This is an optimization exercise on Yosys and OpenROAD, whose aim is a short achievable clock period, not a production implementation. Where RTL was checked, it was by simulation tests only, not by an equivalence proof against the original.

==> trial 6: inputs <==
Design cpu_core, start of the top module:
module cpu_core
(
  input  logic        CLOCK,
  input  logic        rst_n,
  output logic [63:0] pc,
  input  logic [31:0] instr,
  output logic [63:0] mem_addr,
  output logic [63:0] mem_wdata,
  output logic        mem_read,
  output logic        mem_write,
  input  logic [63:0] mem_rdata,
  output logic        wb_en,
  output logic [4:0]  wb_reg,
  output logic [63:0] wb_data
);
make LEC_CHECK=0 ABC_AREA=1 CAP_MARGIN=20 CORE_MARGIN=2 CORE_UTILIZATION=55 CTS_CLUSTER_DIAMETER=200 CTS_CLUSTER_SIZE=30 PLACE_DENSITY=0.7 SETUP_SLACK_MARGIN=4.4 SLEW_MARGIN=20 finish   # period 7.0 ns
run.sh (not shown) runs the stock make flow with config.mk's settings and CLKGATE_MAP_FILE= SYNTH_SCRIPT=/design/flow/synth_recipe.tcl, a recipe that flattens the netlist after the stock synthesis.
==> build 81: changes against trial 6 <==
--- a/flow/design.v
+++ b/flow/design.v
@@ -739,12 +739,13 @@
   logic [63:0] pcn_q;           
   logic        stall_q;         
   logic        d_add, d_sub, d_and, d_orr, d_ld, d_st;
   logic [4:0]  d_rn, d_rd, d_srcb;
   logic [8:0]  d_imm;
   logic [30:0] d_sel_a, d_sel_b;    
+  logic [4:0]  d_cst_a, d_cst_b;    
   logic        sa_e, sa_ml, sa_ma, sa_w;
   logic        sb_e, sb_ml, sb_ma, sb_w;
   logic        e_rw, e_ld, e_st, e_sub, e_and, e_orr;
   logic [4:0]  e_rd;
   logic [63:0] e_a, e_b, e_s;       
   logic        m_rw, m_ldi;
@@ -755,12 +756,13 @@
   logic        w_en;              
   logic [4:0]  w_rd;              
   logic [63:0] w_out;             
   logic [63:0] w_data;            
   logic [30:0] w_we;              
   logic [63:0] regs [0:30];
+  logic [30:0] vld;
   logic [10:0] f_op;
   logic        f_ls;
   logic [4:0]  f_rn, f_rt, f_rm, f_srcb;
   logic [4:0]  n_rn, n_srcb;        
   logic        stall_d;
   logic        d_rw;
@@ -776,12 +778,14 @@
   assign stall_d = !stall_q && d_ld &&
                    ((d_rd == f_rn) || (f_ls ? (d_rd == f_rt) : (d_rd == f_rm)));
   function automatic logic [30:0] onehot(input logic [4:0] r);
     for (int i = 0; i < 31; i++) onehot[i] = (r == 5'(i));
   endfunction
   logic he_a, hm_a, hw_a, he_b, hm_b, hw_b;
+  logic [30:0] vld_n;               
+  assign vld_n = vld | w_we;
   assign he_a = !stall_q && d_rw && (d_rd != 5'd31) && (d_rd == n_rn);
   assign hm_a = e_rw && (e_rd != 5'd31) && (e_rd == n_rn);
   assign hw_a = m_rw && (m_rd != 5'd31) && (m_rd == n_rn);
   assign he_b = !stall_q && d_rw && (d_rd != 5'd31) && (d_rd == n_srcb);
   assign hm_b = e_rw && (e_rd != 5'd31) && (e_rd == n_srcb);
   assign hw_b = m_rw && (m_rd != 5'd31) && (m_rd == n_srcb);
@@ -813,15 +817,17 @@
   always_ff @(posedge CLOCK) begin
     if (!stall_q) begin
       d_rn    <= f_rn;
       d_rd    <= f_rt;
       d_srcb  <= f_srcb;
       d_imm   <= instr[20:12];
-      d_sel_a <= onehot(f_rn);
-      d_sel_b <= f_ls ? onehot(f_rt) : onehot(f_rm);
     end
+    d_sel_a <= onehot(n_rn) & vld_n;
+    d_sel_b <= onehot(n_srcb) & vld_n;
+    d_cst_a <= |(onehot(n_rn) & ~vld_n) ? n_rn : 5'd0;
+    d_cst_b <= |(onehot(n_srcb) & ~vld_n) ? n_srcb : 5'd0;
     sa_e  <= he_a;
     sa_ml <= !he_a && hm_a && e_ld;
     sa_ma <= !he_a && hm_a && !e_ld;
     sa_w  <= !he_a && !hm_a && hw_a;
     sb_e  <= he_b;
     sb_ml <= !he_b && hm_b && e_ld;
@@ -837,12 +843,14 @@
     rf_a = '0;
     rf_b = '0;
     for (int i = 0; i < 31; i++) begin
       rf_a = rf_a | ({64{d_sel_a[i]}} & regs[i]);
       rf_b = rf_b | ({64{d_sel_b[i]}} & regs[i]);
     end
+    rf_a[4:0] = rf_a[4:0] | d_cst_a;
+    rf_b[4:0] = rf_b[4:0] | d_cst_b;
   end
   assign v_a = sa_ml ? mem_rdata : (sa_ma ? m_res : (sa_w ? w_data : rf_a));
   assign v_b = sb_ml ? mem_rdata : (sb_ma ? m_res : (sb_w ? w_data : rf_b));
   assign x_a = sa_e ? res : v_a;
   assign x_b = sb_e ? res : v_b;
   always_ff @(posedge CLOCK or negedge rst_n) begin
@@ -886,13 +894,13 @@
   end
   always_ff @(posedge CLOCK) begin
     m_ldi   <= e_ld;
     m_rd    <= e_rd;
     m_res   <= res;
     m_sdata <= e_s;
-    if (e_ld || e_st) m_addr <= res;    
+    m_addr  <= (e_ld || e_st) ? res : 64'd0;    
   end
   assign mem_addr  = m_addr;
   assign mem_wdata = m_sdata;
   assign mem_read  = m_ld;
   assign mem_write = m_st;
   logic [63:0] m_val;
@@ -906,21 +914,24 @@
       w_we <= m_rw ? onehot(m_rd) : '0;
     end
   end
   always_ff @(posedge CLOCK) begin
     w_rd   <= m_rd;
     w_data <= m_val;
-    if (m_rw) w_out <= m_val;
+    w_out  <= m_rw ? m_val : 64'd0;
   end
   assign wb_en   = w_en;
   assign wb_reg  = w_rd;
   assign wb_data = w_out;
   always_ff @(posedge CLOCK or negedge rst_n) begin
     if (!rst_n) begin
-      for (int i = 0; i < 31; i++) regs[i] <= 64'(i);
+      vld <= '0;
     end else begin
-      for (int i = 0; i < 31; i++)
-        if (w_we[i]) regs[i] <= w_data;
+      vld <= vld_n;
     end
   end
+  always_ff @(posedge CLOCK) begin
+    for (int i = 0; i < 31; i++)
+      if (w_we[i]) regs[i] <= w_data;
+  end
 endmodule
 `default_nettype wire
- CORE_UTILIZATION: 55 -> 40
- CTS_CLUSTER_DIAMETER: 200 -> not set
- CTS_CLUSTER_SIZE: 30 -> not set
- PLACE_DENSITY: 0.7 -> 0.5
- SETUP_SLACK_MARGIN: 4.4 -> 4.2
==> run notes <==
In trial 6 the synthesized cell count is larger than in build 81, by 35%.
Build 81 went through all stages and came out clean. Trial 6 ended with an error in global routing (5_1_grt) (GRT-0232).
In build 81 the area after synthesis is lower than in trial 6, by 8.7%.
==> figures <==
| metric | build 81 | trial 6 |
|---|---|---|
| Detail Placement HPWL | 384 mm | 431 mm |
| Post-synth cell types | 78 | 76 |
| Floorplan die width | 558 um | 499 um |
| Maximum root-to-sink buffer count | 4 | 3 |
| Adder and majority gate portion of the synthesized area | 0.0265% | 0.0242% |
| Share of flip-flops with an asynchronous set or reset | 7.09% | 77.5% |
| Starting density of the core | 40.2% | 55.3% |
| Area of the mapped netlist | 123000 um2 | 135000 um2 |
| Number of flops mapped to enable cells by yosys | 1998 | 204 |
| Run status | finished clean | stopped before the end |
| Stage where the flow stopped | - | global routing (5_1_grt) |
| Cells after synthesis | 12700 | 17200 |
The RTL of trial 6 was laid out without a check of its function.

separate check: timing with driven ports:
In the flow no input, the clock included, has a driving cell. The finished layout below was timed again as built, in two steps. Step 1 assumes that a clkbuf_16 drives the clock port and a buf_2 every other input. Step 2 moves the port delays by t, midway between the first and last clock arrival at a register: inputs arrive t later, outputs are due t later. That takes back most of the time a late clock gives input paths. a / b / c = ideal ports / drivers / drivers and shift; a / b = the first two.
run: build 81
shift t [ns]: 1.046
slack for setup (ns): 4.040 / 3.956 / 3.253
latest minus earliest clock arrival (ns): 0.055 / 0.055
worst data-port slew with drivers (ns): 0.22
pins driven straight from the clock port: 1
After both steps build 81 still meets setup and hold. The setup slack of build 81 moves by -0.084 ns with the drivers and by -0.787 ns with both steps.
